Source: an optimization exercise on an open RTL-to-GDS flow (aim: small area). Production flows keep margins and buffers that such runs may drop. In this exercise RTL edits were held to simulation tests only and were not proved equivalent to the original. The clock port is modelled as an ideal driver; clocking choices that lean on that would not hold on a real chip.

$ cat flow/design.v
package pacman_pkg;
  localparam int GRID_W       = 28;
  localparam int GRID_H       = 31;
  localparam int N_CELLS      = GRID_W * GRID_H;
  localparam int TILE_SHIFT   = 3;
  localparam int MAZE_X0      = 204;
  localparam int MAZE_Y0      = 30;
  localparam int PELLET_PTS   = 10;
  localparam int POWER_PTS    = 50;
  localparam int POWER_FRAMES = 360;
  localparam int N_GROUPS     = 6;
  localparam int N_TRIPS      = 11;    
  typedef enum logic [1:0] {CELL_NONE = 2'b00, CELL_PELLET = 2'b01, CELL_POWER = 2'b10} cell_t;
  typedef enum logic [1:0] {INIT, IDLE, RD, EAT} state_t;
endpackage
module pellet_ram (
  input  logic       clk,
  input  logic       we,
  input  logic [3:0] trip,
  input  logic [2:0] grp,
  input  logic       pol,
  input  logic [7:0] wd,
  output logic [7:0] rd
);
  localparam int NT = pacman_pkg::N_TRIPS - 1;   
  localparam int NR = NT * pacman_pkg::N_GROUPS + 2;
  logic [NR-1:0][7:0] tap;
  logic [NR-1:0] hot;
  logic [7:0] wdx, rdx;
  assign wdx = wd ^ {8{pol}};
  logic [NR-1:0] sel, keep;
  pellet_dec #(.NT(NT), .NR(NR)) u_dec (.we(we), .trip(trip), .grp(grp), .hot(hot), .sel(sel), .keep(keep));
  for (genvar r = 0; r < NR; r++) begin : g_ring
    localparam int T = r < NT * pacman_pkg::N_GROUPS ? r / pacman_pkg::N_GROUPS : NT;
    localparam int G = r < NT * pacman_pkg::N_GROUPS ? r % pacman_pkg::N_GROUPS : r - NT * pacman_pkg::N_GROUPS;
    localparam int W = T < NT && G == 0 ? 5 : 8;
    logic [W-1:0] a, b, c;
    always_ff @(posedge clk) begin
      a <= ~((c | {W{sel[r]}}) & (wdx[W-1:0] | {W{keep[r]}}));   
      b <= a;
      c <= b;
    end
    if (W == 8) begin : g_w8
      assign tap[r] = c;
    end else begin : g_w5
      assign tap[r] = {{(8 - W){pol}}, c};   
    end
  end
  always_comb begin
    rdx = '0;
    for (int i = 0; i < NR; i++) rdx = rdx | (tap[i] & {8{hot[i]}});
  end
  assign rd = rdx ^ {8{pol}};
endmodule
module pellet_dec #(
  parameter int NT = 10,
  parameter int NR = 62
) (
  input  logic          we,
  input  logic [3:0]    trip,
  input  logic [2:0]    grp,
  output logic [NR-1:0] hot,
  output logic [NR-1:0] sel,
  output logic [NR-1:0] keep
);
  assign sel = {NR{we}} & hot;
  assign keep = ~sel;
  for (genvar r = 0; r < NR; r++) begin : g_hot
    localparam int T = r < NT * pacman_pkg::N_GROUPS ? r / pacman_pkg::N_GROUPS : NT;
    localparam int G = r < NT * pacman_pkg::N_GROUPS ? r % pacman_pkg::N_GROUPS : r - NT * pacman_pkg::N_GROUPS;
    if (T < NT) begin : g_col
      assign hot[r] = trip == 4'(T) && grp == 3'(G);
    end else begin : g_last
      assign hot[r] = trip == 4'(T) && (grp >= 3'd3) == (G == 1);
    end
  end
endmodule
module pellet_tracker (
  input  logic        clk,
  input  logic        rst_n,
  input  logic        frame_tick,
  input  logic        level_start,
  input  logic [9:0]  pm_xpos,
  input  logic [9:0]  pm_ypos,
  output logic [9:0]  rom_addr,
  input  logic [1:0]  rom_pellet,
  output logic        busy,
  output logic        eat_pulse,
  output logic [15:0] score,
  output logic [9:0]  pellets_left,
  output logic        level_clear,
  output logic        power_active
);
  pacman_pkg::state_t state;
  logic [3:0] trip;       
  logic [2:0] grp;        
  logic [2:0] pos;        
  logic [1:0] when;       
  logic [1:0] ph;         
  logic       pol;        
  logic [6:0] acc;        
  function automatic logic [9:0] unpack3(input logic [7:0] v);
    case (v)
      8'd0: unpack3 = 10'b0000000000;
      8'd1: unpack3 = 10'b0000000001;
      8'd2: unpack3 = 10'b0000000010;
      8'd3: unpack3 = 10'b0000000100;
      8'd4: unpack3 = 10'b0000000101;
      8'd5: unpack3 = 10'b0000000110;
      8'd6: unpack3 = 10'b0000001000;
      8'd7: unpack3 = 10'b0000001001;
      8'd8: unpack3 = 10'b0000001010;
      8'd9: unpack3 = 10'b0000010000;
      8'd10: unpack3 = 10'b0000010001;
      8'd11: unpack3 = 10'b0000010010;
      8'd12: unpack3 = 10'b0000010100;
      8'd13: unpack3 = 10'b0000010101;
      8'd14: unpack3 = 10'b0000010110;
      8'd15: unpack3 = 10'b0000011000;
      8'd16: unpack3 = 10'b0000011001;
      8'd17: unpack3 = 10'b0000011010;
      8'd18: unpack3 = 10'b0000100000;
      8'd19: unpack3 = 10'b0000100001;
      8'd20: unpack3 = 10'b0000100010;
      8'd21: unpack3 = 10'b0000100100;
      8'd22: unpack3 = 10'b0000100101;
      8'd23: unpack3 = 10'b0000100110;
      8'd24: unpack3 = 10'b0000101000;
      8'd25: unpack3 = 10'b0000101001;
      8'd26: unpack3 = 10'b0000101010;
      8'd27: unpack3 = 10'b0001000000;
      8'd28: unpack3 = 10'b0001000001;
      8'd29: unpack3 = 10'b0001000010;
      8'd30: unpack3 = 10'b0001000100;
      8'd31: unpack3 = 10'b0001000101;
      8'd32: unpack3 = 10'b0001000110;
      8'd33: unpack3 = 10'b0001001000;
      8'd34: unpack3 = 10'b0001001001;
      8'd35: unpack3 = 10'b0001001010;
      8'd36: unpack3 = 10'b0001010000;
      8'd37: unpack3 = 10'b0001010001;
      8'd38: unpack3 = 10'b0001010010;
      8'd39: unpack3 = 10'b0001010100;
      8'd40: unpack3 = 10'b0001010101;
      8'd41: unpack3 = 10'b0001010110;
      8'd42: unpack3 = 10'b0001011000;
      8'd43: unpack3 = 10'b0001011001;
      8'd44: unpack3 = 10'b0001011010;
      8'd45: unpack3 = 10'b0001100000;
      8'd46: unpack3 = 10'b0001100001;
      8'd47: unpack3 = 10'b0001100010;
      8'd48: unpack3 = 10'b0001100100;
      8'd49: unpack3 = 10'b0001100101;
      8'd50: unpack3 = 10'b0001100110;
      8'd51: unpack3 = 10'b0001101000;
      8'd52: unpack3 = 10'b0001101001;
      8'd53: unpack3 = 10'b0001101010;
      8'd54: unpack3 = 10'b0010000000;
      8'd55: unpack3 = 10'b0010000001;
      8'd56: unpack3 = 10'b0010000010;
      8'd57: unpack3 = 10'b0010000100;
      8'd58: unpack3 = 10'b0010000101;
      8'd59: unpack3 = 10'b0010000110;
      8'd60: unpack3 = 10'b0010001000;
      8'd61: unpack3 = 10'b0010001001;
      8'd62: unpack3 = 10'b0010001010;
      8'd63: unpack3 = 10'b0010010000;
      8'd64: unpack3 = 10'b0010010001;
      8'd65: unpack3 = 10'b0010010010;
      8'd66: unpack3 = 10'b0010010100;
      8'd67: unpack3 = 10'b0010010101;
      8'd68: unpack3 = 10'b0010010110;
      8'd69: unpack3 = 10'b0010011000;
      8'd70: unpack3 = 10'b0010011001;
      8'd71: unpack3 = 10'b0010011010;
      8'd72: unpack3 = 10'b0010100000;
      8'd73: unpack3 = 10'b0010100001;
      8'd74: unpack3 = 10'b0010100010;
      8'd75: unpack3 = 10'b0010100100;
      8'd76: unpack3 = 10'b0010100101;
      8'd77: unpack3 = 10'b0010100110;
      8'd78: unpack3 = 10'b0010101000;
      8'd79: unpack3 = 10'b0010101001;
      8'd80: unpack3 = 10'b0010101010;
      8'd81: unpack3 = 10'b0100000000;
      8'd82: unpack3 = 10'b0100000001;
      8'd83: unpack3 = 10'b0100000010;
      8'd84: unpack3 = 10'b0100000100;
      8'd85: unpack3 = 10'b0100000101;
      8'd86: unpack3 = 10'b0100000110;
      8'd87: unpack3 = 10'b0100001000;
      8'd88: unpack3 = 10'b0100001001;
      8'd89: unpack3 = 10'b0100001010;
      8'd90: unpack3 = 10'b0100010000;
      8'd91: unpack3 = 10'b0100010001;
      8'd92: unpack3 = 10'b0100010010;
      8'd93: unpack3 = 10'b0100010100;
      8'd94: unpack3 = 10'b0100010101;
      8'd95: unpack3 = 10'b0100010110;
      8'd96: unpack3 = 10'b0100011000;
      8'd97: unpack3 = 10'b0100011001;
      8'd98: unpack3 = 10'b0100011010;
      8'd99: unpack3 = 10'b0100100000;
      8'd100: unpack3 = 10'b0100100001;
      8'd101: unpack3 = 10'b0100100010;
      8'd102: unpack3 = 10'b0100100100;
      8'd103: unpack3 = 10'b0100100101;
      8'd104: unpack3 = 10'b0100100110;
      8'd105: unpack3 = 10'b0100101000;
      8'd106: unpack3 = 10'b0100101001;
      8'd107: unpack3 = 10'b0100101010;
      8'd108: unpack3 = 10'b0101000000;
      8'd109: unpack3 = 10'b0101000001;
      8'd110: unpack3 = 10'b0101000010;
      8'd111: unpack3 = 10'b0101000100;
      8'd112: unpack3 = 10'b0101000101;
      8'd113: unpack3 = 10'b0101000110;
      8'd114: unpack3 = 10'b0101001000;
      8'd115: unpack3 = 10'b0101001001;
      8'd116: unpack3 = 10'b0101001010;
      8'd117: unpack3 = 10'b0101010000;
      8'd118: unpack3 = 10'b0101010001;
      8'd119: unpack3 = 10'b0101010010;
      8'd120: unpack3 = 10'b0101010100;
      8'd121: unpack3 = 10'b0101010101;
      8'd122: unpack3 = 10'b0101010110;
      8'd123: unpack3 = 10'b0101011000;
      8'd124: unpack3 = 10'b0101011001;
      8'd125: unpack3 = 10'b0101011010;
      8'd126: unpack3 = 10'b0101100000;
      8'd127: unpack3 = 10'b0101100001;
      8'd128: unpack3 = 10'b0101100010;
      8'd129: unpack3 = 10'b0101100100;
      8'd130: unpack3 = 10'b0101100101;
      8'd131: unpack3 = 10'b0101100110;
      8'd132: unpack3 = 10'b0101101000;
      8'd133: unpack3 = 10'b0101101001;
      8'd134: unpack3 = 10'b0101101010;
      8'd135: unpack3 = 10'b0110000000;
      8'd136: unpack3 = 10'b0110000001;
      8'd137: unpack3 = 10'b0110000010;
      8'd138: unpack3 = 10'b0110000100;
      8'd139: unpack3 = 10'b0110000101;
      8'd140: unpack3 = 10'b0110000110;
      8'd141: unpack3 = 10'b0110001000;
      8'd142: unpack3 = 10'b0110001001;
      8'd143: unpack3 = 10'b0110001010;
      8'd144: unpack3 = 10'b0110010000;
      8'd145: unpack3 = 10'b0110010001;
      8'd146: unpack3 = 10'b0110010010;
      8'd147: unpack3 = 10'b0110010100;
      8'd148: unpack3 = 10'b0110010101;
      8'd149: unpack3 = 10'b0110010110;
      8'd150: unpack3 = 10'b0110011000;
      8'd151: unpack3 = 10'b0110011001;
      8'd152: unpack3 = 10'b0110011010;
      8'd153: unpack3 = 10'b0110100000;
      8'd154: unpack3 = 10'b0110100001;
      8'd155: unpack3 = 10'b0110100010;
      8'd156: unpack3 = 10'b0110100100;
      8'd157: unpack3 = 10'b0110100101;
      8'd158: unpack3 = 10'b0110100110;
      8'd159: unpack3 = 10'b0110101000;
      8'd160: unpack3 = 10'b0110101001;
      8'd161: unpack3 = 10'b0110101010;
      8'd162: unpack3 = 10'b1000000000;
      8'd163: unpack3 = 10'b1000000001;
      8'd164: unpack3 = 10'b1000000010;
      8'd165: unpack3 = 10'b1000000100;
      8'd166: unpack3 = 10'b1000000101;
      8'd167: unpack3 = 10'b1000000110;
      8'd168: unpack3 = 10'b1000001000;
      8'd169: unpack3 = 10'b1000001001;
      8'd170: unpack3 = 10'b1000001010;
      8'd171: unpack3 = 10'b1000010000;
      8'd172: unpack3 = 10'b1000010001;
      8'd173: unpack3 = 10'b1000010010;
      8'd174: unpack3 = 10'b1000010100;
      8'd175: unpack3 = 10'b1000010101;
      8'd176: unpack3 = 10'b1000010110;
      8'd177: unpack3 = 10'b1000011000;
      8'd178: unpack3 = 10'b1000011001;
      8'd179: unpack3 = 10'b1000011010;
      8'd180: unpack3 = 10'b1000100000;
      8'd181: unpack3 = 10'b1000100001;
      8'd182: unpack3 = 10'b1000100010;
      8'd183: unpack3 = 10'b1000100100;
      8'd184: unpack3 = 10'b1000100101;
      8'd185: unpack3 = 10'b1000100110;
      8'd186: unpack3 = 10'b1000101000;
      8'd187: unpack3 = 10'b1000101001;
      8'd188: unpack3 = 10'b1000101010;
      8'd189: unpack3 = 10'b1001000000;
      8'd190: unpack3 = 10'b1001000001;
      8'd191: unpack3 = 10'b1001000010;
      8'd192: unpack3 = 10'b1001000100;
      8'd193: unpack3 = 10'b1001000101;
      8'd194: unpack3 = 10'b1001000110;
      8'd195: unpack3 = 10'b1001001000;
      8'd196: unpack3 = 10'b1001001001;
      8'd197: unpack3 = 10'b1001001010;
      8'd198: unpack3 = 10'b1001010000;
      8'd199: unpack3 = 10'b1001010001;
      8'd200: unpack3 = 10'b1001010010;
      8'd201: unpack3 = 10'b1001010100;
      8'd202: unpack3 = 10'b1001010101;
      8'd203: unpack3 = 10'b1001010110;
      8'd204: unpack3 = 10'b1001011000;
      8'd205: unpack3 = 10'b1001011001;
      8'd206: unpack3 = 10'b1001011010;
      8'd207: unpack3 = 10'b1001100000;
      8'd208: unpack3 = 10'b1001100001;
      8'd209: unpack3 = 10'b1001100010;
      8'd210: unpack3 = 10'b1001100100;
      8'd211: unpack3 = 10'b1001100101;
      8'd212: unpack3 = 10'b1001100110;
      8'd213: unpack3 = 10'b1001101000;
      8'd214: unpack3 = 10'b1001101001;
      8'd215: unpack3 = 10'b1001101010;
      8'd216: unpack3 = 10'b1010000000;
      8'd217: unpack3 = 10'b1010000001;
      8'd218: unpack3 = 10'b1010000010;
      8'd219: unpack3 = 10'b1010000100;
      8'd220: unpack3 = 10'b1010000101;
      8'd221: unpack3 = 10'b1010000110;
      8'd222: unpack3 = 10'b1010001000;
      8'd223: unpack3 = 10'b1010001001;
      8'd224: unpack3 = 10'b1010001010;
      8'd225: unpack3 = 10'b1010010000;
      8'd226: unpack3 = 10'b1010010001;
      8'd227: unpack3 = 10'b1010010010;
      8'd228: unpack3 = 10'b1010010100;
      8'd229: unpack3 = 10'b1010010101;
      8'd230: unpack3 = 10'b1010010110;
      8'd231: unpack3 = 10'b1010011000;
      8'd232: unpack3 = 10'b1010011001;
      8'd233: unpack3 = 10'b1010011010;
      8'd234: unpack3 = 10'b1010100000;
      8'd235: unpack3 = 10'b1010100001;
      8'd236: unpack3 = 10'b1010100010;
      8'd237: unpack3 = 10'b1010100100;
      8'd238: unpack3 = 10'b1010100101;
      8'd239: unpack3 = 10'b1010100110;
      8'd240: unpack3 = 10'b1010101000;
      8'd241: unpack3 = 10'b1010101001;
      8'd242: unpack3 = 10'b1010101010;
      default: unpack3 = 10'b0;
    endcase
  endfunction
  function automatic logic [5:0] row_split(input logic [5:0] yq);
    case (yq)
      6'd4: row_split = {4'd0, 2'd0};
      6'd5: row_split = {4'd0, 2'd1};
      6'd6: row_split = {4'd0, 2'd2};
      6'd7: row_split = {4'd1, 2'd0};
      6'd8: row_split = {4'd1, 2'd1};
      6'd9: row_split = {4'd1, 2'd2};
      6'd10: row_split = {4'd2, 2'd0};
      6'd11: row_split = {4'd2, 2'd1};
      6'd12: row_split = {4'd2, 2'd2};
      6'd13: row_split = {4'd3, 2'd0};
      6'd14: row_split = {4'd3, 2'd1};
      6'd15: row_split = {4'd3, 2'd2};
      6'd16: row_split = {4'd4, 2'd0};
      6'd17: row_split = {4'd4, 2'd1};
      6'd18: row_split = {4'd4, 2'd2};
      6'd19: row_split = {4'd5, 2'd0};
      6'd20: row_split = {4'd5, 2'd1};
      6'd21: row_split = {4'd5, 2'd2};
      6'd22: row_split = {4'd6, 2'd0};
      6'd23: row_split = {4'd6, 2'd1};
      6'd24: row_split = {4'd6, 2'd2};
      6'd25: row_split = {4'd7, 2'd0};
      6'd26: row_split = {4'd7, 2'd1};
      6'd27: row_split = {4'd7, 2'd2};
      6'd28: row_split = {4'd8, 2'd0};
      6'd29: row_split = {4'd8, 2'd1};
      6'd30: row_split = {4'd8, 2'd2};
      6'd31: row_split = {4'd9, 2'd0};
      6'd32: row_split = {4'd9, 2'd1};
      6'd33: row_split = {4'd9, 2'd2};
      6'd34: row_split = {4'd10, 2'd0};
      default: row_split = 6'b0;
    endcase
  endfunction
  function automatic logic [5:0] col_split(input logic [4:0] xq);
    case (xq)
      5'd26: col_split = {3'd0, 3'd2};
      5'd27: col_split = {3'd0, 3'd3};
      5'd28: col_split = {3'd0, 3'd4};
      5'd29: col_split = {3'd1, 3'd0};
      5'd30: col_split = {3'd1, 3'd1};
      5'd31: col_split = {3'd1, 3'd2};
      5'd0: col_split = {3'd1, 3'd3};
      5'd1: col_split = {3'd1, 3'd4};
      5'd2: col_split = {3'd2, 3'd0};
      5'd3: col_split = {3'd2, 3'd1};
      5'd4: col_split = {3'd2, 3'd2};
      5'd5: col_split = {3'd2, 3'd3};
      5'd6: col_split = {3'd2, 3'd4};
      5'd7: col_split = {3'd3, 3'd0};
      5'd8: col_split = {3'd3, 3'd1};
      5'd9: col_split = {3'd3, 3'd2};
      5'd10: col_split = {3'd3, 3'd3};
      5'd11: col_split = {3'd3, 3'd4};
      5'd12: col_split = {3'd4, 3'd0};
      5'd13: col_split = {3'd4, 3'd1};
      5'd14: col_split = {3'd4, 3'd2};
      5'd15: col_split = {3'd4, 3'd3};
      5'd16: col_split = {3'd4, 3'd4};
      5'd17: col_split = {3'd5, 3'd0};
      5'd18: col_split = {3'd5, 3'd1};
      5'd19: col_split = {3'd5, 3'd2};
      5'd20: col_split = {3'd5, 3'd3};
      5'd21: col_split = {3'd5, 3'd4};
      default: col_split = 6'b0;
    endcase
  endfunction
  function automatic logic x_in(input logic [6:0] q);
    case (q)
      7'd26, 7'd27, 7'd28, 7'd29, 7'd30, 7'd31, 7'd32, 7'd33, 7'd34, 7'd35, 7'd36, 7'd37, 7'd38, 7'd39, 7'd40, 7'd41, 7'd42, 7'd43, 7'd44, 7'd45, 7'd46, 7'd47, 7'd48, 7'd49, 7'd50, 7'd51, 7'd52, 7'd53: x_in = 1'b1;
      default: x_in = 1'b0;
    endcase
  endfunction
  function automatic logic y_in(input logic [6:0] q);
    case (q)
      7'd4, 7'd5, 7'd6, 7'd7, 7'd8, 7'd9, 7'd10, 7'd11, 7'd12, 7'd13, 7'd14, 7'd15, 7'd16, 7'd17, 7'd18, 7'd19, 7'd20, 7'd21, 7'd22, 7'd23, 7'd24, 7'd25, 7'd26, 7'd27, 7'd28, 7'd29, 7'd30, 7'd31, 7'd32, 7'd33, 7'd34: y_in = 1'b1;
      default: y_in = 1'b0;
    endcase
  endfunction
  logic [6:0] xq, yq;
  logic accept, look;
  logic [3:0] a_trip;
  logic [2:0] a_grp, a_pos;
  logic [1:0] a_row3, a_ph, a_when;
  assign xq = pm_xpos[9:3];
  assign yq = pm_ypos[9:3];
  assign accept = pm_xpos[2:0] == 3'd0 && pm_ypos[2:0] == 3'd2 && x_in(xq) && y_in(yq);
  assign {a_grp, a_pos} = col_split(xq[4:0]);
  always_comb begin
    {a_trip, a_row3} = row_split(yq[5:0]);
  end
  always_comb begin
    case ({a_row3, a_grp})
      {2'd0, 3'd0}, {2'd0, 3'd3}, {2'd1, 3'd1}, {2'd1, 3'd4}, {2'd2, 3'd2}, {2'd2, 3'd5}: a_ph = 2'd0;
      {2'd1, 3'd0}, {2'd1, 3'd3}, {2'd2, 3'd1}, {2'd2, 3'd4}, {2'd0, 3'd2}, {2'd0, 3'd5}: a_ph = 2'd1;
      default: a_ph = 2'd2;
    endcase
  end
  always_comb begin
    case ({a_ph, ph})
      {2'd0, 2'd0}, {2'd1, 2'd1}, {2'd2, 2'd2}: a_when = 2'd0;
      {2'd1, 2'd0}, {2'd2, 2'd1}, {2'd0, 2'd2}: a_when = 2'd1;
      default: a_when = 2'd2;
    endcase
  end
  assign look = state == pacman_pkg::IDLE && frame_tick && accept;
  logic [3:0] m_trip;
  logic [2:0] m_grp, m_pos;
  logic [7:0] m_rd, m_wd, m_new, pw;
  logic [1:0] digit, eat_digit, rom_cell;
  logic m_we, tap_now, load_done, word_done;
  logic [7:0] word_in;
  assign m_trip = state == pacman_pkg::IDLE ? a_trip : trip;
  assign m_grp  = state == pacman_pkg::IDLE ? a_grp : grp;
  assign m_pos  = state == pacman_pkg::IDLE ? a_pos : pos;
  pellet_ram u_ram (
    .clk  (clk),
    .we   (m_we),
    .pol  (pol),
    .trip (m_trip),
    .grp  (m_grp),
    .wd   (m_wd),
    .rd   (m_rd)
  );
  logic [9:0] dg;
  assign dg = unpack3(m_rd);
  always_comb begin
    case (m_pos)
      3'd0: begin digit = dg[9:8]; pw = 8'd81; end
      3'd1: begin digit = dg[7:6]; pw = 8'd27; end
      3'd2: begin digit = dg[5:4]; pw = 8'd9; end
      3'd3: begin digit = dg[3:2]; pw = 8'd3; end
      default: begin digit = dg[1:0]; pw = 8'd1; end
    endcase
  end
  logic [7:0] sub1, sub2;
  assign sub1 = m_rd - pw;
  assign sub2 = m_rd - {pw[6:0], 1'b0};
  assign m_new = digit[1] ? sub2 : digit[0] ? sub1 : m_rd;
  assign tap_now = look ? a_when == 2'd0
                 : state == pacman_pkg::RD ? when == 2'd1
                 : state == pacman_pkg::EAT && when == 2'd2;
  assign rom_cell = rom_pellet == 2'b11 ? pacman_pkg::CELL_NONE : rom_pellet;
  assign word_in = 8'(acc) * 8'd3 + 8'(rom_cell);
  assign word_done = pos == 3'd4;
  assign load_done = word_done && trip == 4'd10 && grp == 3'd5;
  assign busy = state == pacman_pkg::INIT;
  assign m_we = busy ? word_done : tap_now;
  assign m_wd = busy ? word_in : m_new;
  assign eat_digit = state == pacman_pkg::EAT && when == 2'd2 ? digit : acc[1:0];
  logic hit, is_power;
  logic [16:0] sum;
  assign hit = eat_digit == pacman_pkg::CELL_PELLET || eat_digit == pacman_pkg::CELL_POWER;
  assign is_power = eat_digit == pacman_pkg::CELL_POWER;
  logic [16:0] sum_p, sum_x;
  assign sum_p = {1'b0, score} + 17'(pacman_pkg::PELLET_PTS);
  assign sum_x = {1'b0, score} + 17'(pacman_pkg::POWER_PTS);
  assign sum = is_power ? sum_x : sum_p;
  always_ff @(posedge clk or negedge rst_n)
    if (!rst_n) state <= pacman_pkg::INIT;
    else if (level_start) state <= pacman_pkg::INIT;
    else case (state)
      pacman_pkg::INIT: if (load_done) state <= pacman_pkg::IDLE;
      pacman_pkg::IDLE: if (frame_tick && accept) state <= pacman_pkg::RD;
      pacman_pkg::RD:   state <= pacman_pkg::EAT;
      default:          state <= pacman_pkg::IDLE;
    endcase
  always_ff @(posedge clk)
    if (busy && pos == 3'd5) ph <= 2'd1;
    else ph <= ph == 2'd2 ? 2'd0 : ph + 2'd1;
  always_ff @(posedge clk)
    if (ph == 2'd2) pol <= ~pol;
  always_ff @(posedge clk or negedge rst_n)
    if (!rst_n) pos <= 3'd5;
    else if (level_start) pos <= 3'd5;
    else if (busy) begin
      if (pos == 3'd5 || (word_done && grp == 3'd5)) pos <= 3'd2;
      else if (word_done) pos <= 3'd0;
      else pos <= pos + 3'd1;
    end else if (look) pos <= a_pos;
  always_ff @(posedge clk)
    if (!level_start) begin
      if (busy) begin
        if (pos == 3'd5) begin
          trip <= '0;
          grp <= '0;
          when <= '0;
          acc <= '0;
        end else if (word_done) begin
          acc <= '0;
          grp <= grp == 3'd5 ? 3'd0 : grp + 3'd1;
          if (grp == 3'd5) begin
            when <= when == 2'd2 ? 2'd0 : when + 2'd1;
            if (when == 2'd2) trip <= trip + 4'd1;
          end
        end else acc <= 7'(word_in);
      end else if (look) begin
        trip <= a_trip;
        grp <= a_grp;
        when <= a_when;
        if (a_when == 2'd0) acc[1:0] <= digit;
      end else if (state == pacman_pkg::RD && when == 2'd1) acc[1:0] <= digit;
    end
  always_ff @(posedge clk or negedge rst_n)
    if (!rst_n) begin
      rom_addr <= '0;
      score <= '0;
      pellets_left <= '0;
      eat_pulse <= 1'b0;
      level_clear <= 1'b0;
    end else begin
      eat_pulse <= 1'b0;
      if (level_start) begin
        rom_addr <= '0;
        pellets_left <= '0;
        level_clear <= 1'b0;
      end else if (state == pacman_pkg::INIT) begin
        rom_addr <= rom_addr == 10'(pacman_pkg::N_CELLS - 1) ? rom_addr : rom_addr + 10'd1;
        if (pos != 3'd5 && rom_cell != pacman_pkg::CELL_NONE) pellets_left <= pellets_left + 10'd1;
      end else if (state == pacman_pkg::EAT && hit) begin
        eat_pulse <= 1'b1;
        score <= sum[16] ? 16'hFFFF : sum[15:0];
        if (pellets_left != '0) pellets_left <= pellets_left - 10'd1;
        if (pellets_left == 10'd1) level_clear <= 1'b1;
      end
    end
  logic [8:0] timer;
  always_ff @(posedge clk or negedge rst_n)
    if (!rst_n) timer <= '0;
    else if (level_start) timer <= '0;
    else if (state == pacman_pkg::EAT && hit && is_power) timer <= 9'(pacman_pkg::POWER_FRAMES);
    else if (frame_tick && timer != '0) timer <= timer - 9'd1;
  assign power_active = timer != '0;
endmodule
$ cat flow/flow/run.sh
#!/bin/bash
set -euo pipefail
CTS="-sink_clustering_enable -repair_clock_nets -dont_use_dummy_load -sink_clustering_size 30 -sink_clustering_max_diameter 60 -buf_list sky130_fd_sc_hd__clkbuf_16"
bash standard.sh "CTS_ARGS=$CTS" "REMOVE_ABC_BUFFERS=1" "BUFFER_PORTS_ARGS=-buffer_cell sky130_fd_sc_hd__buf_2" finish > flow_make.log 2>&1
$ cat flow/standard.sh
#!/bin/bash
# synth_recipe.tcl (not shown) runs the flow's synth.tcl, then flattens the netlist and writes it again
# the make line also repeats each setting of config.mk as NAME=value (left out here)
make -C /OpenROAD-flow-scripts/flow DESIGN_CONFIG=/design/flow/config.mk WORK_HOME=/design/flow/orfs CLKGATE_MAP_FILE= SYNTH_SCRIPT=/design/flow/synth_recipe.tcl "${@:-finish}"
$ cat flow/config.mk
export PLATFORM = sky130hd
export DESIGN_NAME = pellet_tracker
export DESIGN_NICKNAME = pellet_tracker
export VERILOG_FILES = /design/flow/design.v
export SDC_FILE = /design/flow/constraint.sdc
export NUM_CORES = 4
export LEC_CHECK = 0
export ABC_AREA = 1
export CAP_MARGIN = 20
export CORE_MARGIN = 2
export CORE_UTILIZATION = 65
export CTS_BUF_LIST = sky130_fd_sc_hd__clkbuf_16
export CTS_CLUSTER_DIAMETER = 60
export CTS_CLUSTER_SIZE = 30
export GPL_TIMING_DRIVEN = 0
export PLACE_DENSITY = 0.75
export SETUP_SLACK_MARGIN = 0.15
export SLEW_MARGIN = 20
export SYNTH_HIERARCHICAL = 1
$ cat flow/constraint.sdc
create_clock -name core_clock -period 10.0 [get_ports {clk}]
set_input_delay 2.0000 -clock core_clock [delete_from_list [all_inputs] [get_ports {clk}]]
set_output_delay 2.0000 -clock core_clock [all_outputs]
set_load 0.01 [all_outputs]
==> impl_metrics.json, run 1 <==
{
  "status": "timing/DRC/antenna clean",
  "drive_above_1_share_pct": 7.06,
  "synth_area_leaders": "dfxtp_1, nand2_1, o22ai_1, nor2_1, dfrtp_1",
  "yosysSeqAreaShare_pct": 67.2,
  "crit_buf_inv": 9,
  "num_rows": 95,
  "drv_slew": 0,
  "grt_pass1_vias": 28400,
  "clockRootBuffer": "clkbuf_16",
  "clock.fmax_mhz": 108,
  "clk_pin_slew_worst_paths_ps": 100,
  "clock_sinks": 1469,
  "io_buffer_count": 65,
  "use_met3_pct": 4.34,
  "wl_mm": 107,
  "die_area_sq_um": 70400,
  "min_path_type": "register to register",
  "finalSetupViolCount": 0,
  "critPathMaxStageDelay_ps": 420,
  "num_vias": 30600,
  "antenna_found_initial": 0,
  "hold_violations": 0,
  "yosysTopAreaCell": "dfxtp_1",
  "maxCapViolCount": 0,
  "fillers": 4906,
  "wl_per_cell_um": 20.1,
  "grt_max_degree": 62,
  "ys_ff_latch": 1469,
  "gr-total-overflow": 0,
  "post-route-drc-count": 0,
  "initial_core_util_pct": 65.9,
  "die_width_um": 265,
  "drt_pass1_iterations": 8,
  "grt_pass1_wl_mm": 161,
  "ant_nets": 0,
  "global_route.usage.met1_pct": 42.5,
  "start_kind": "input port",
  "period_share_pct": 92.8,
  "drt_iter0_drc": 2931,
  "grt_use_met2_pct": 45.3,
  "synth_edf_count": 17,
  "die_y_um": 265,
  "cts_tree": "done",
  "critical_path.max_fanout": 20,
  "rsz0062_at_grt": "true",
  "netlist_area_sq_um": 44400,
  "crit_slowest_cell": "o21ai_4",
  "final_area_sq_um": 47800,
  "fin_skew_ps": 130,
  "track_usage_pct": 29.6,
  "ys_types": 50,
  "syn_to_final_growth_pct": 7.66,
  "place.detailed.hpwl_mm": 73.2,
  "cts_made_buffers": 67,
  "htreeDepth": 3,
  "postSynthCellCount": 4545,
  "period_minus_slack_ps": 9280,
  "worstPathArrival_ps": 9760,
  "avgSynthCellArea_sq_um": 9.77,
  "cpMostUsedCell": "nand2_1",
  "nets": 4560,
  "clk_latency_ps": 650,
  "yosysWarnings": 8,
  "slew_headroom_pct": 29.3,
  "cp.required_ps": 10480,
  "clock_path_buffers": 3,
  "yosys_most_used_dff": "dfxtp_1",
  "finalWeightedCongestion": 0.936,
  "async_flop_share_pct": 3.54,
  "grt_busiest_layer": "met2",
  "critPathKind": "input port to register",
  "crit_family": "simple AND/OR/NAND/NOR gates",
  "antennaDiodeCount": 0,
  "fin_util_pct": 70.9,
  "post_dp_cell_area_sq_um": 45800,
  "synth_top_cell_area_share_pct": 63.1,
  "crit_path_end_kind": "register",
  "worstMarginPinSlew_ps": 1050,
  "coreArea_sq_um": 67400,
  "via_per_inst": 5.73,
  "ios": 66
}
-- what timing repair did --
item,4_1_cts,5_1_grt
setup buffers,0,4
gates cloned,1,3
gates resized for setup,17,69
endpoints found under the setup margin,396,30
pin swaps,0,2
hold buffers,0,0
-- registers in the layout, summed over array words and instances, names as in the netlist --
register        count
u_ram.g_ring.a    466
u_ram.g_ring.b    466
u_ram.g_ring.c    466
score              16
pellets_left       10
rom_addr           10
timer               9
acc                 7
trip                4
grp                 3
pos                 3
ph                  2
state               2
when                2
eat_pulse           1
level_clear         1
pol                 1
-- Yosys stat by module, one instance, submodules excluded, excerpt --
module,cells inside,flops+latches,copies in the design
pellet_ram,3054,1398,1
pellet_tracker,1205,71,1
-- cell usage after synthesis, types with 11 or more instances --
master / instances
a21oi_1: 51
buf_1: 107
buf_2: 71
clkbuf_1: 74
dfrtp_1: 50
dfxtp_1: 1400
edfxtp_1: 17
ha_1: 67
inv_1: 174
nand2_1: 1225
nand2_2: 21
nand3_1: 161
nand4_1: 11
nor2_1: 352
nor2_2: 11
nor3_1: 62
o21ai_0: 85
o21ai_1: 21
o22ai_1: 473
xor2_1: 12
-- cell usage in the layout, fill, tap and decap left out, types with 3 or more instances in the layout --
cell	instances
nand3_2	6
inv_1	170
o21ai_2	4
inv_2	11
nand2_1	1216
ha_1	66
nor3_1	62
clkbuf_16	67
o21ai_1	22
buf_2	64
o21a_1	3
a31oi_1	3
nor2_4	14
o211ai_1	3
xor2_1	11
xnor2_1	10
and3_1	3
nor4_1	4
o22ai_1	473
nand3_1	158
nand2_2	26
fa_1	4
edfxtp_1	17
xor2_4	8
o21bai_1	5
buf_4	5
nor2_2	44
buf_8	3
dfxtp_1	1400
nand4_1	11
a21oi_1	50
o21ai_0	79
dfrtp_1	50
nor2_1	310
buf_16	34
nand2_4	8
or2_2	4
-- per-stage QoR --
stage / TNS, ps / hold WS [ps] / worst slack [ps] / cells
2_1_floorplan: 0 / 310 / 829 / 4283
3_3_place_gp: -3346750 / 310 / -7390 / 5221
3_5_place_dp: -280670 / 312 / -1800 / 5259
4_1_cts: 0 / 194 / 210 / 5327
5_1_grt: 0 / 194 / 62.0 / 5334
6_report: 0 / 192 / 719 / 5334
-- per-layer routing --
metal	part of all wire [%]	vias to the layer above
li1	-	14700
met1	44	14400
met2	44	1289
met3	8.0	234
met4	3.7	0
met5	0	-
-- cells by family (layout without fill, tap and decap cells) --
| logic type | count (synthesis) | count (layout) | share of synthesized area, % |
|---|---|---|---|
| and+or+nand+nor | 1866 | 1868 | 16.9 |
| DFF | 1469 | 1469 | 67.2 |
| adders and majority gates | 71 | 71 | 2.07 |
| AOI/OAI and AO/OA | 661 | 661 | 8.99 |
| buffers and inverters | 449 | 363 | 4.14 |
| xor gates and xnor gates | 29 | 29 | 0.690 |
-- path summary, 6_finish.rpt --
kind / startpoint / end / slack, ps / cells after the start
worst max-delay path: pm_xpos[3] / score[14]$_DFFE_PN0P_ / 720 / 51
worst min-delay path: u_ram.g_ring[60].b[7]$_DFF_P_ / u_ram.g_ring[60].c[7]$_DFF_P_ / 190 / 0
worst max register to register: state[1]$_DFFE_PN0P_ / score[14]$_DFFE_PN0P_ / 1040 / 48
worst min register to register: u_ram.g_ring[60].b[7]$_DFF_P_ / u_ram.g_ring[60].c[7]$_DFF_P_ / 190 / 0
max in group asynchronous: rst_n / state[1]$_DFFE_PN0P_ / 8090 / 1
min in group asynchronous: rst_n / level_clear$_DFFE_PN0P_ / 1430 / 1
-- layout make-up --
cell class                 instances  area [sq um]  area share (%)
multi-input combinational       2629         13100            27.4
timing repair buffer             107          1360            2.84
sequential                      1469         29800            62.4
timing repair inverter             2          10.0          0.0209
tap                              873          1090            2.28
inverter                         187           719            1.50
clock buffer                      67          1680            3.51
==> run 2, diff against run 1 <==
==> flow/flow/run.sh (replaced) <==
#!/bin/bash
set -euo pipefail
CTS="-sink_clustering_enable -repair_clock_nets -dont_use_dummy_load -sink_clustering_size 30 -sink_clustering_max_diameter 60 -buf_list sky130_fd_sc_hd__clkbuf_16"
bash standard.sh "CTS_ARGS=$CTS" finish > flow_make.log 2>&1
==> impl_metrics.json, run 2 <==
{
  "yosysWarnings": 8,
  "ant_nets": 0,
  "layout.cells.non_filler": 5564,
  "post_dp_cell_area_sq_um": 46200,
  "maxCapViolCount": 0,
  "via_per_inst": 5.66,
  "num_vias": 31500,
  "initial_core_util_pct": 65.9,
  "clock_sinks": 1469,
  "hold_slack_ps": 271,
  "rr_startpoint": "state[1]$_DFFE_PN0P_",
  "coreArea_sq_um": 67400,
  "synth_area_leaders": "dfxtp_1, nand2_1, o22ai_1, nor2_1, dfrtp_1",
  "gr-total-overflow": 0,
  "clock_path_buffers": 3,
  "slew_headroom_pct": 19.0,
  "final_area_sq_um": 48200,
  "crit_path_end_kind": "register",
  "htreeDepth": 3,
  "drive_above_1_share_pct": 6.18,
  "fin_skew_ps": 91.1,
  "critPathMaxStageDelay_ps": 640,
  "antennaDiodeCount": 0,
  "ys_types": 50,
  "grt_max_degree": 53,
  "ios": 66,
  "yosysTopAreaCell": "dfxtp_1",
  "drt_pass1_iterations": 6,
  "start_kind": "input port",
  "finalSetupViolCount": 0,
  "yosys_most_used_dff": "dfxtp_1",
  "die_area_sq_um": 70400,
  "hp-start": "u_ram.g_ring[17].b[3]$_DFF_P_",
  "yosysMostFrequentCell": "dfxtp_1",
  "synth.top_cells.by_count": "dfxtp_1, nand2_1, o22ai_1",
  "yosysSeqAreaShare_pct": 67.2,
  "hold_violations": 0,
  "critical_path.max_fanout": 10,
  "avgSynthCellArea_sq_um": 9.77,
  "final_cell_mix": "dfxtp_1, nand2_1, o22ai_1",
  "io_buffer_count": 64,
  "antenna_found_initial": 2,
  "drv_slew": 0,
  "period_share_pct": 93.1,
  "drt_iter0_drc": 2836,
  "wl_per_cell_um": 20.3,
  "cts_made_buffers": 68,
  "track_usage_pct": 31.6,
  "worstMarginPinSlew_ps": 1210,
  "synth_edf_count": 17,
  "placedCellCount": 5483,
  "ys_ff_latch": 1469,
  "clockRootBuffer": "clkbuf_16",
  "crit_slowest_cell": "clkdlybuf4s50_1",
  "synth_top_cell_area_share_pct": 63.1,
  "critPathKind": "input port to register",
  "post-route-drc-count": 0,
  "nets": 4790,
  "startpoint": "pm_xpos[6]",
  "worstPathArrival_ps": 9790,
  "num_rows": 95,
  "grt_pass1_wl_mm": 170,
  "final_common_cell": "dfxtp_1",
  "rsz0062_at_grt": "false",
  "clock.fmax_mhz": 107,
  "place.detailed.hpwl_mm": 76.2,
  "cp.required_ps": 10490,
  "netlist_area_sq_um": 44400,
  "die_y_um": 265,
  "postSynthCellCount": 4545,
  "min_path_type": "register to register",
  "cpMostUsedCell": "nand2_1",
  "syn_to_final_growth_pct": 8.44,
  "clk_pin_slew_worst_paths_ps": 110,
  "top_regs": "u_ram.g_ring.a: 466 flops, u_ram.g_ring.b: 466 flops, u_ram.g_ring.c: 466 flops",
  "async_flop_share_pct": 3.54,
  "clk_latency_ps": 660,
  "finalWeightedCongestion": 0.969,
  "die_width_um": 265,
  "period_minus_slack_ps": 9310,
  "wl_mm": 113,
  "grt_pass1_vias": 29600,
  "cts_tree": "done",
  "cts-hold-fix-buffers": 0,
  "status": "timing/DRC/antenna clean"
}
[run 2: cell types whose count changed in the layout (fill, tap and decap cells not counted), moves of 11 or more]
| cell | delta |
|---|---|
| buf_1 | +105 |
| clkdlybuf4s50_1 | +61 |
| clkbuf_1 | +56 |
| buf_16 | -34 |
| nor2_1 | +26 |
| clkbuf_2 | +20 |
| nor2_2 | -20 |
| buf_4 | +11 |
[run 2: logic make-up after synthesis]
logic type | synth area share, %
AOI/OAI and AO/OA | 8.99
xor gates and xnor gates | 0.690
adders and majority gates | 2.07
buffers and inverters | 4.14
DFF | 67.2
and+or+nand+nor | 16.9
[run 2: worst max-delay path: cells and delay by family]
family	cells	cell delay, ps
AO/OA/AOI/OAI	4	630
buffers and inverters	11	2100
AND/OR/NAND/NOR	33	4370
adder cells (fa/ha/maj)	2	610
[run 2: final cells by class]
cell class / instances / area (sq um)
multi-input cells: 2628 / 12900
well taps: 873 / 1090
repair buffers: 77 / 757
clock buffers: 68 / 1700
fillers: 5125 / 19200
flip-flops and latches: 1469 / 29800
plain buffers: 262 / 1180
inverters: 187 / 704
[run 2: what timing repair did]
action                                  CTS  global route
pin swaps                                 0             4
buffers inserted                          0            12
gates cloned                              0             1
endpoints found under the setup margin  243           182
resized for setup                         8            81
endpoints found under the hold margin     0             0
[run 2: worst paths after layout]
check	to	depth (start not counted)	slack (ps)
setup / recovery	score[15]$_DFFE_PN0P_	50	690
hold / removal	u_ram.g_ring[17].c[3]$_DFF_P_	0	270
setup reg to reg	score[15]$_DFFE_PN0P_	49	1980
hold reg to reg	u_ram.g_ring[17].c[3]$_DFF_P_	0	270
max in group asynchronous	pellets_left[0]$_DFFE_PN0P_	1	8070
min in group asynchronous	rom_addr[7]$_DFFE_PN0P_	1	1440
[run 2: routing by layer]
metal  track usage, %  up-vias  part of all wire (%)
met5                0        -                 0.017
li1                 -    15100                     -
met2             49.8     1255                    45
met4             12.9        2                   4.3
met1             43.7    14800                    43
met3             4.97      261                   7.5
[run 2: modules after synthesis (local to each module, per instance), excerpt]
module          times used  cells
pellet_ram               1   3054
pellet_tracker           1   1205
[run 2: per-stage QoR]
stage               setup WS, ps  setup TNS, ps  util (%)
detailed placement         -1130        -236510      68.5
floorplan                   2020              0         -
global route                 136              0      71.4
CTS                          153              0      71.0
global placement            -998        -230420      68.5
finish                       693              0      71.4
==> run 3, diff against run 2 <==
==> flow/flow/run.sh (replaced) <==
#!/bin/bash
set -euo pipefail
CTS="-sink_clustering_enable -repair_clock_nets -dont_use_dummy_load -sink_clustering_size 30 -sink_clustering_max_diameter 90 -buf_list sky130_fd_sc_hd__clkbuf_16"
bash standard.sh "CTS_ARGS=$CTS" "REMOVE_ABC_BUFFERS=1" "BUFFER_PORTS_ARGS=-buffer_cell sky130_fd_sc_hd__buf_2" finish > flow_make.log 2>&1
==> impl_metrics.json, run 3 <==
{
  "ys_types": 50,
  "netlist_area_sq_um": 44400,
  "clock_path_buffers": 3,
  "grt_pass1_vias": 28000,
  "cts_tree": "done",
  "layout.cells.non_filler": 5329,
  "synth-compound-area-share_pct": 8.99,
  "clock_sinks": 1469,
  "final_cell_mix": "dfxtp_1, nand2_1, o22ai_1",
  "synthMuxAreaShare_pct": 0,
  "cpMostUsedCell": "nand2_1",
  "period_share_pct": 92.9,
  "clk_latency_ps": 680,
  "grt_max_degree": 62,
  "synth-xor-area-share_pct": 0.690,
  "ys_ff_latch": 1469,
  "antenna_found_initial": 1,
  "antennaDiodeCount": 0,
  "crit_slowest_cell": "nor2_1",
  "regArea_sq_um": 29800,
  "coreArea_sq_um": 67400,
  "track_usage_pct": 29.2,
  "place.detailed.hpwl_mm": 73.2,
  "fillers": 4993,
  "start_kind": "input port",
  "clockRootBuffer": "clkbuf_16",
  "worstMarginPinSlew_ps": 976,
  "async_flop_share_pct": 3.54,
  "worstPathArrival_ps": 9770,
  "wl_met3_mm": 8.04,
  "slew_headroom_pct": 34.4,
  "yosysSeqAreaShare_pct": 67.2,
  "yosysMostFrequentCell": "dfxtp_1",
  "synth_area_leaders": "dfxtp_1, nand2_1, o22ai_1, nor2_1, dfrtp_1",
  "finalSetupViolCount": 0,
  "maxCapViolCount": 0,
  "fin_skew_ps": 103,
  "wl_mm": 106,
  "ios": 66,
  "multi_input_area_sq_um": 13100,
  "drt_iter0_drc": 2828,
  "yosysTopAreaCell": "dfxtp_1",
  "critical_path.max_fanout": 20,
  "cp.required_ps": 10490,
  "nets": 4555,
  "post-route-drc-count": 0,
  "clock.fmax_mhz": 108,
  "top_layer": "met5",
  "final_area_sq_um": 47600,
  "post_dp_cell_area_sq_um": 45800,
  "htreeDepth": 2,
  "num_rows": 95,
  "syn_to_final_growth_pct": 7.15,
  "wl_per_cell_um": 20.0,
  "hold_violations": 0,
  "ff2ff_setup_slack_ps": 1010,
  "drive_above_1_share_pct": 6.93,
  "die_width_um": 265,
  "ant_nets": 0,
  "avgSynthCellArea_sq_um": 9.77,
  "cts_made_buffers": 56,
  "synth_top_family_by_area": "simple AND/OR/NAND/NOR gates",
  "io_buffer_count": 65,
  "critPathKind": "input port to register",
  "cts-hold-fix-buffers": 0,
  "grt_pass1_wl_mm": 159,
  "finalWeightedCongestion": 0.936,
  "synth.top_cells.by_count": "dfxtp_1, nand2_1, o22ai_1",
  "drt_pass1_iterations": 6,
  "critPathMaxStageDelay_ps": 450,
  "synth_top_cell_area_share_pct": 63.1,
  "gr-total-overflow": 0,
  "rsz0062_at_grt": "false",
  "wl_met1_mm": 47.5,
  "final_common_cell": "dfxtp_1",
  "initial_core_util_pct": 65.9,
  "placedCellCount": 5259,
  "postSynthCellCount": 4545,
  "drv_slew": 0,
  "die_y_um": 265,
  "period_minus_slack_ps": 9290,
  "synth_fa_ha_area_share_pct": 2.07,
  "min_path_type": "register to register",
  "clk_pin_slew_worst_paths_ps": 100,
  "top_regs": "u_ram.g_ring.a: 466 flops, u_ram.g_ring.b: 466 flops, u_ram.g_ring.c: 466 flops",
  "status": "timing/DRC/antenna clean",
  "synthSimpleGateAreaFrac_pct": 16.9,
  "via_per_inst": 5.74,
  "die_area_sq_um": 70400,
  "yosys_most_used_dff": "dfxtp_1",
  "num_vias": 30600,
  "yosysWarnings": 8,
  "crit_path_end_kind": "register",
  "synth_edf_count": 17,
  "wl_met2_mm": 46.9
}
==> run 3: Yosys stat by module (local to each module, per instance), excerpt <==
module,cell area (sq um),copies in the design,flip-flops and latches,cells inside
pellet_ram,35600,1,1398,3054
pellet_tracker,7650,1,71,1205
==> run 3: metrics by stage <==
stage	TNS, ps	hold WS, ps	setup slack [ps]	util [%]
2_1_floorplan	0	310	829	-
3_3_place_gp	-3346750	310	-7390	66.3
3_5_place_dp	-280670	312	-1800	68.0
4_1_cts	0	280	167	70.1
5_1_grt	0	284	157	70.6
6_report	0	280	712	70.6
==> run 3: final cells by class <==
type,count,share of cell area [%]
flip-flops and latches,1469,62.7
multi-input cells,2629,27.5
repair buffers,113,2.97
clock buffers,56,2.95
well taps,873,2.30
inverters,187,1.51
repair inverters,2,0.0210
==> run 3: final timing paths <==
check | to | from | cells after the start
worst max-delay path | score[14]$_DFFE_PN0P_ | pm_xpos[4] | 46
max in group asynchronous | state[0]$_DFFE_PN0P_ | rst_n | 1
worst min register to register | u_ram.g_ring[10].c[2]$_DFF_P_ | u_ram.g_ring[10].b[2]$_DFF_P_ | 0
min in group asynchronous | pos[1]$_DFFE_PN0P_ | rst_n | 1
worst max register to register | score[14]$_DFFE_PN0P_ | state[1]$_DFFE_PN0P_ | 43
worst min-delay path | u_ram.g_ring[10].c[2]$_DFF_P_ | u_ram.g_ring[10].b[2]$_DFF_P_ | 0
==> run 3: cell families (layout without fill, tap and decap cells) <==
kind of cell,Yosys count,in the layout
AND/OR/NAND/NOR,1866,1868
flip-flops,1469,1469
AO/OA/AOI/OAI,661,661
buffers and inverters,449,358
adder cells (fa/ha/maj),71,71
XOR/XNOR,29,29
==> run 3: timing repair <==
action                     in CTS  in global routing
gates cloned                    1                  3
pin swaps                       0                  5
resized for setup              15                 68
hold endpoints to repair        0                  0
setup endpoints to repair     267                 37
setup buffers                   0                  9
==> run 3: layer usage <==
| layer | up-vias | GRT usage (%) |
|---|---|---|
| met5 | - | 0 |
| met4 | 2 | 11.0 |
| met3 | 237 | 4.08 |
| met2 | 1289 | 44.8 |
| met1 | 14400 | 42.4 |
| li1 | 14600 | - |
==> run 3: critical path: cells and delay by family <==
kind,cells,cell delay (ps)
buf+inv,8,1100
fa+ha+maj,3,800
compound gates,8,1250
simple gates,27,4580
==> run 4, diff against run 3 <==
--- a/flow/design.v
+++ b/flow/design.v
@@ -520,7 +520,8 @@
     if (busy && pos == 3'd5) ph <= 2'd1;
     else ph <= ph == 2'd2 ? 2'd0 : ph + 2'd1;
   always_ff @(posedge clk)
-    if (ph == 2'd2) pol <= ~pol;
+    if (busy && pos == 3'd5) pol <= 1'b0;
+    else if (ph == 2'd2) pol <= ~pol;
   always_ff @(posedge clk or negedge rst_n)
     if (!rst_n) pos <= 3'd5;
     else if (level_start) pos <= 3'd5;
==> impl_metrics.json, run 4 <==
{
  "status": "timing/DRC/antenna clean",
  "yosysTopAreaCell": "dfxtp_1",
  "syn_to_final_growth_pct": 7.24,
  "worstPathArrival_ps": 9730,
  "synth.top_cells.by_count": "dfxtp_1, nand2_1, o22ai_1",
  "clock.fmax_mhz": 109,
  "hold_violations": 0,
  "fin_util_pct": 70.8,
  "start_kind": "input port",
  "avgSynthCellArea_sq_um": 9.77,
  "synth_top_cell_area_share_pct": 63.1,
  "rsz0062_at_grt": "false",
  "synth-xor-area-share_pct": 0.768,
  "critPathMaxStageDelay_ps": 400,
  "cpMostUsedCell": "nand2_1",
  "post-route-drc-count": 0,
  "hold_slack_ps": 310,
  "synth_area_leaders": "dfxtp_1, nand2_1, o22ai_1, nor2_1, dfrtp_1",
  "crit_slowest_cell": "o21ai_4",
  "antenna_found_initial": 1,
  "slew_headroom_pct": 31.5,
  "num_rows": 95,
  "die_width_um": 266,
  "coreArea_sq_um": 67400,
  "wl_met1_mm": 47.0,
  "finalSetupViolCount": 0,
  "wl_met3_mm": 6.66,
  "track_usage_pct": 28.8,
  "ant_nets": 0,
  "netlist_area_sq_um": 44500,
  "clockRootBuffer": "clkbuf_16",
  "clk_pin_slew_worst_paths_ps": 110,
  "drv_slew": 0,
  "period_minus_slack_ps": 9190,
  "yosysMostFrequentCell": "dfxtp_1",
  "drive_above_1_share_pct": 7.34,
  "yosys_most_used_dff": "dfxtp_1",
  "ys_ff_latch": 1469,
  "worstMarginPinSlew_ps": 1020,
  "synthMuxAreaShare_pct": 0,
  "cp.required_ps": 10540,
  "top_regs": "u_ram.g_ring.a: 466 flops, u_ram.g_ring.b: 466 flops, u_ram.g_ring.c: 466 flops",
  "fin_skew_ps": 63.4,
  "synth_fa_ha_area_share_pct": 2.07,
  "die_area_sq_um": 70500,
  "grt_pass1_vias": 28200,
  "setup_tns_ps": 0,
  "yosysSeqAreaShare_pct": 67.1,
  "initial_core_util_pct": 66.0,
  "wl_per_cell_um": 19.4,
  "yosysWarnings": 8,
  "maxCapViolCount": 0,
  "min_path_type": "register to register",
  "ios": 66,
  "postSynthCellCount": 4550,
  "crit_path_end_kind": "register",
  "die_y_um": 266,
  "final_common_cell": "dfxtp_1",
  "critical_path.max_fanout": 11,
  "cts_made_buffers": 56,
  "critPathKind": "input port to register",
  "grt_max_degree": 62,
  "top_layer": "met4",
  "synthSimpleGateAreaFrac_pct": 17.2,
  "synth_edf_count": 16,
  "place.detailed.hpwl_mm": 71.0,
  "final_cell_mix": "dfxtp_1, nand2_1, o22ai_1",
  "io_buffer_count": 65,
  "wl_mm": 104,
  "layout_setup_ws_ps": 810,
  "num_vias": 30300,
  "async_flop_share_pct": 3.54,
  "antennaDiodeCount": 0,
  "grt_pass1_wl_mm": 158,
  "synth-compound-area-share_pct": 8.85,
  "clock_path_buffers": 3,
  "ys_types": 51,
  "finalWeightedCongestion": 0.911,
  "wl_met2_mm": 46.1,
  "period_share_pct": 91.9,
  "nets": 4554,
  "gr-total-overflow": 0,
  "clk_latency_ps": 670,
  "synth_top_family_by_area": "simple AND/OR/NAND/NOR gates",
  "drt_iter0_drc": 3072,
  "final_area_sq_um": 47700,
  "via_per_inst": 5.68,
  "htreeDepth": 2,
  "cts_tree": "done",
  "drt_pass1_iterations": 5,
  "post_dp_cell_area_sq_um": 45900,
  "clock_sinks": 1469,
  "dp_slack_ps": -1220
}
run 4: cell types whose count changed after synthesis, sizes merged, moves of 4 or more:
cell    before   now
o21ai      107    94
inv        185   176
nand2     1248  1274
nor3b        0     4
buf        188   184
a21oi       52    58
nand3      166   153
nand3b       0     4
run 4: area by class of cell:
class                   instances  area (sq um)
inverters                     179           681
fillers                      4874         19700
flip-flops and latches       1469         29800
repair buffers                105          1320
well taps                     873          1090
multi-input cells            2646         13400
clock buffers                  56          1400
run 4: path summary, 6_finish.rpt:
kind	start	end	slack (ps)	cells after the start
max in group asynchronous	rst_n	pos[1]$_DFFE_PN0P_	8130	1
min reg2reg	u_ram.g_ring[7].a[5]$_DFF_P_	u_ram.g_ring[7].b[5]$_DFF_P_	310	0
min in group asynchronous	rst_n	score[12]$_DFFE_PN0P_	1370	1
min	u_ram.g_ring[7].a[5]$_DFF_P_	u_ram.g_ring[7].b[5]$_DFF_P_	310	0
max reg2reg	state[1]$_DFFE_PN0P_	score[14]$_DFFE_PN0P_	1080	46
max	pm_xpos[4]	score[14]$_DFFE_PN0P_	810	50
run 4: worst max-delay path, delay by kind of cell:
kind | cells | cell delay, ps
adders and majority gates | 4 | 1240
AOI/OAI and AO/OA | 5 | 1190
buffers and inverters | 9 | 1030
and+or+nand+nor | 32 | 4240
run 4: per-stage QoR:
stage / cells
floorplan: 4293
global placement: 5231
detailed placement: 5266
CTS: 5322
global route: 5328
finish: 5328
run 4: logic make-up after synthesis:
group                    Yosys count
adder cells (fa/ha/maj)           71
flip-flops                      1469
AND/OR/NAND/NOR                 1890
XOR/XNOR                          33
AO/OA/AOI/OAI                    651
buffers and inverters            436
run 4: Yosys stat by module (local to each module, per instance), excerpt:
module          cells inside  copies in the design
pellet_ram              3054                     1
pellet_tracker          1210                     1
run 4: timing repair:
item / 4_1_cts / 5_1_grt
resized for setup: 10 / 96
setup endpoints to repair: 29 / 33
pin swaps: 0 / 3
gates cloned: 0 / 1
setup buffers: 0 / 5
hold buffers: 0 / 0
run 4: metal layers:
layer / up-vias / global-route usage, %
met4: 0 / 10.8
met3: 211 / 3.26
li1: 14700 / -
met5: - / 0
met1: 14300 / 41.8
met2: 1066 / 44.8
==> run 5, diff against run 4 <==
--- a/flow/design.v
+++ b/flow/design.v
@@ -520,8 +520,7 @@
     if (busy && pos == 3'd5) ph <= 2'd1;
     else ph <= ph == 2'd2 ? 2'd0 : ph + 2'd1;
   always_ff @(posedge clk)
-    if (busy && pos == 3'd5) pol <= 1'b0;
-    else if (ph == 2'd2) pol <= ~pol;
+    if (ph == 2'd2) pol <= ~pol;
   always_ff @(posedge clk or negedge rst_n)
     if (!rst_n) pos <= 3'd5;
     else if (level_start) pos <= 3'd5;
--- a/flow/config.mk
+++ b/flow/config.mk
@@ -8,12 +8,12 @@
 export ABC_AREA = 1
 export CAP_MARGIN = 20
 export CORE_MARGIN = 2
-export CORE_UTILIZATION = 65
+export CORE_UTILIZATION = 72
 export CTS_BUF_LIST = sky130_fd_sc_hd__clkbuf_16
 export CTS_CLUSTER_DIAMETER = 60
 export CTS_CLUSTER_SIZE = 30
 export GPL_TIMING_DRIVEN = 0
-export PLACE_DENSITY = 0.75
+export PLACE_DENSITY = 0.82
 export SETUP_SLACK_MARGIN = 0.15
 export SLEW_MARGIN = 20
 export SYNTH_HIERARCHICAL = 1
==> impl_metrics.json, run 5 <==
{
  "finalSetupViolCount": 0,
  "track_usage_pct": 33.2,
  "num_rows": 91,
  "cts-hold-fix-buffers": 0,
  "top_layer": "met4",
  "yosysTopAreaCell": "dfxtp_1",
  "clock.fmax_mhz": 107,
  "crit_slowest_cell": "a31oi_1",
  "slew_headroom_pct": 30.3,
  "min_path_type": "register to register",
  "final_common_cell": "dfxtp_1",
  "startpoint": "pm_xpos[3]",
  "period_minus_slack_ps": 9390,
  "htreeDepth": 2,
  "finalWeightedCongestion": 0.906,
  "ant_nets": 0,
  "ys_types": 50,
  "die_y_um": 252,
  "dp_slack_ps": -1580,
  "drv_slew": 0,
  "postSynthCellCount": 4545,
  "wl_mm": 110,
  "grt_pass1_wl_mm": 163,
  "yosysMostFrequentCell": "dfxtp_1",
  "clk_pin_slew_worst_paths_ps": 100,
  "worstMarginPinSlew_ps": 1040,
  "placedCellCount": 5177,
  "nets": 4570,
  "maxCapViolCount": 0,
  "critical_path.max_fanout": 33,
  "drt_iter0_drc": 3499,
  "rsz0062_at_grt": "false",
  "critPathMaxStageDelay_ps": 740,
  "async_flop_share_pct": 3.54,
  "io_buffer_count": 65,
  "synth.top_cells.by_count": "dfxtp_1, nand2_1, o22ai_1",
  "antenna_found_initial": 0,
  "clockRootBuffer": "clkbuf_16",
  "cts_made_buffers": 56,
  "cpMostUsedCell": "nand2_1",
  "via_per_inst": 5.99,
  "grt_pass1_vias": 29100,
  "initial_core_util_pct": 72.4,
  "fillers": 3877,
  "critPathKind": "input port to register",
  "gr-total-overflow": 0,
  "yosys_most_used_dff": "dfxtp_1",
  "cp.required_ps": 10560,
  "setup_tns_ps": 0,
  "place.detailed.hpwl_mm": 72.7,
  "start_kind": "input port",
  "coreArea_sq_um": 61400,
  "top_regs": "u_ram.g_ring.a: 466 flops, u_ram.g_ring.b: 466 flops, u_ram.g_ring.c: 466 flops",
  "crit_path_end_kind": "register",
  "synth_top_cell_area_share_pct": 63.1,
  "die_width_um": 252,
  "clock_path_buffers": 3,
  "layout_setup_ws_ps": 614,
  "ios": 66,
  "wl_per_cell_um": 20.9,
  "hp-start": "u_ram.g_ring[33].b[3]$_DFF_P_",
  "netlist_area_sq_um": 44400,
  "yosysSeqAreaShare_pct": 67.2,
  "worstPathArrival_ps": 9940,
  "cts_tree": "done",
  "hold_violations": 0,
  "avgSynthCellArea_sq_um": 9.77,
  "wl_met3_mm": 9.93,
  "yosysWarnings": 8,
  "period_share_pct": 93.9,
  "clk_latency_ps": 670,
  "drt_pass1_iterations": 7,
  "wl_met2_mm": 48.4,
  "fin_skew_ps": 81.7,
  "status": "timing/DRC/antenna clean",
  "crit_buf_inv": 4,
  "final_cell_mix": "dfxtp_1, nand2_1, o22ai_1",
  "grt_max_degree": 62,
  "synth_edf_count": 17,
  "antennaDiodeCount": 0,
  "post-route-drc-count": 0,
  "rr_startpoint": "state[1]$_DFFE_PN0P_",
  "ys_ff_latch": 1469,
  "die_area_sq_um": 63700,
  "drive_above_1_share_pct": 7.58,
  "synth_area_leaders": "dfxtp_1, nand2_1, o22ai_1, nor2_1, dfrtp_1",
  "crit_family": "simple AND/OR/NAND/NOR gates",
  "clock_sinks": 1469,
  "syn_to_final_growth_pct": 7.62,
  "num_vias": 31500,
  "layout.cells.non_filler": 5261,
  "wl_met1_mm": 46.2
}
-- run 5: cell count changes after synthesis, sizes merged, moves of 6 or more --
cell   previous run  this run
nand2          1274      1248
o21ai            94       107
a21oi            58        52
nand3           153       166
inv             176       185
-- run 5: metal layers --
layer	GRT usage, %	vias up
li1	-	14700
met4	15.5	0
met3	5.31	316
met5	0	-
met1	47.0	14800
met2	50.5	1653
-- run 5: path summary, 6_finish.rpt --
check	slack (ps)	depth (start not counted)	end
setup / recovery	610	45	pellets_left[5]$_DFFE_PN0P_
hold / removal	280	0	u_ram.g_ring[33].c[3]$_DFF_P_
setup reg to reg	800	41	pellets_left[5]$_DFFE_PN0P_
hold reg to reg	280	0	u_ram.g_ring[33].c[3]$_DFF_P_
max in group asynchronous	8090	1	rom_addr[5]$_DFFE_PN0P_
min in group asynchronous	1390	1	score[13]$_DFFE_PN0P_
-- run 5: through the flow --
stage          hold slack (ps)  utilization (%)  instance area [sq um]
3_5_place_dp               312             74.5                  45700
2_1_floorplan              310                -                  43300
4_1_cts                    281             76.9                  47200
5_1_grt                    279             77.9                  47800
3_3_place_gp               309             72.7                  44600
6_report                   279             77.9                  47800
-- run 5: what timing repair did --
action,4_1_cts,5_1_grt
buffers inserted,0,24
resized for setup,18,103
gates cloned,0,3
endpoints found under the setup margin,69,31
pin swaps,0,6
-- run 5: per-module statistics from Yosys (local to each module, per instance), a selection --
module          flops+latches  cell area, sq um  copies in the design
pellet_ram               1398             35600                     1
pellet_tracker             71              7650                     1
-- run 5: cells by family after synthesis --
family / after synthesis / synth area share [%]
compound gates: 661 / 8.99
xor+xnor: 29 / 0.690
flops: 1469 / 67.2
simple gates: 1866 / 16.9
buf+inv: 449 / 4.14
fa+ha+maj: 71 / 2.07
-- run 5: cell type report --
cell class | instances | area (sq um) | area share (%)
sequential | 1469 | 29800 | 62.4
multi-input combinational | 2628 | 13300 | 27.8
timing repair buffer | 129 | 1540 | 3.23
clock buffer | 56 | 1400 | 2.93
tap | 790 | 988 | 2.07
inverter | 187 | 724 | 1.52
timing repair inverter | 2 | 10.0 | 0.0209
-- run 5: worst reg2reg max path: cells and delay by family (launching register included) --
family                   cells  cell delay (ps)
AND/OR/NAND/NOR             25             3750
adder cells (fa/ha/maj)      2              900
AO/OA/AOI/OAI                9             2560
flip-flops                   1              440
buffers and inverters        5             1470

==> re-timing with driven ports <==
The results above use ideal ports. As a check the final layouts listed here were re-extracted and re-timed, cells and wires unchanged.
Step 1 sets driving cells, clkbuf_16 on the clock port and buf_2 on the other inputs (assumed; they add their load-dependent delay and slew).
Step 2 times the ports against the registers' clock, not the clock port: input delays grow and output delays shrink by t, the midpoint of the rising clock arrivals with the driver on.
a / b / c = ideal ports / drivers / drivers and shift; a / b = the first two.
| run | shift t [ns] | setup WS [ns] | worst setup path at the end | slew at the worst register clock pin (ns) |
|---|---|---|---|---|
| run 1 | 0.650 | 0.719 / 0.751 / 0.101 | input to register | 0.11 / 0.11 |
| run 2 | 0.677 | 0.693 / 0.713 / 0.036 | input to register | 0.11 / 0.11 |
| run 3 | 0.691 | 0.712 / 0.755 / 0.064 | input to register | 0.11 / 0.11 |
| run 4 | 0.702 | 0.810 / 0.851 / 0.149 | input to register | 0.11 / 0.11 |
| run 5 | 0.694 | 0.614 / 0.641 / -0.053 | input to register | 0.11 / 0.11 |
Met with ideal ports but missed after step 2: setup timing in run 5. For run 5, which loses most, drivers alone change the setup slack by +0.027 ns; drivers and shift together by -0.667 ns.
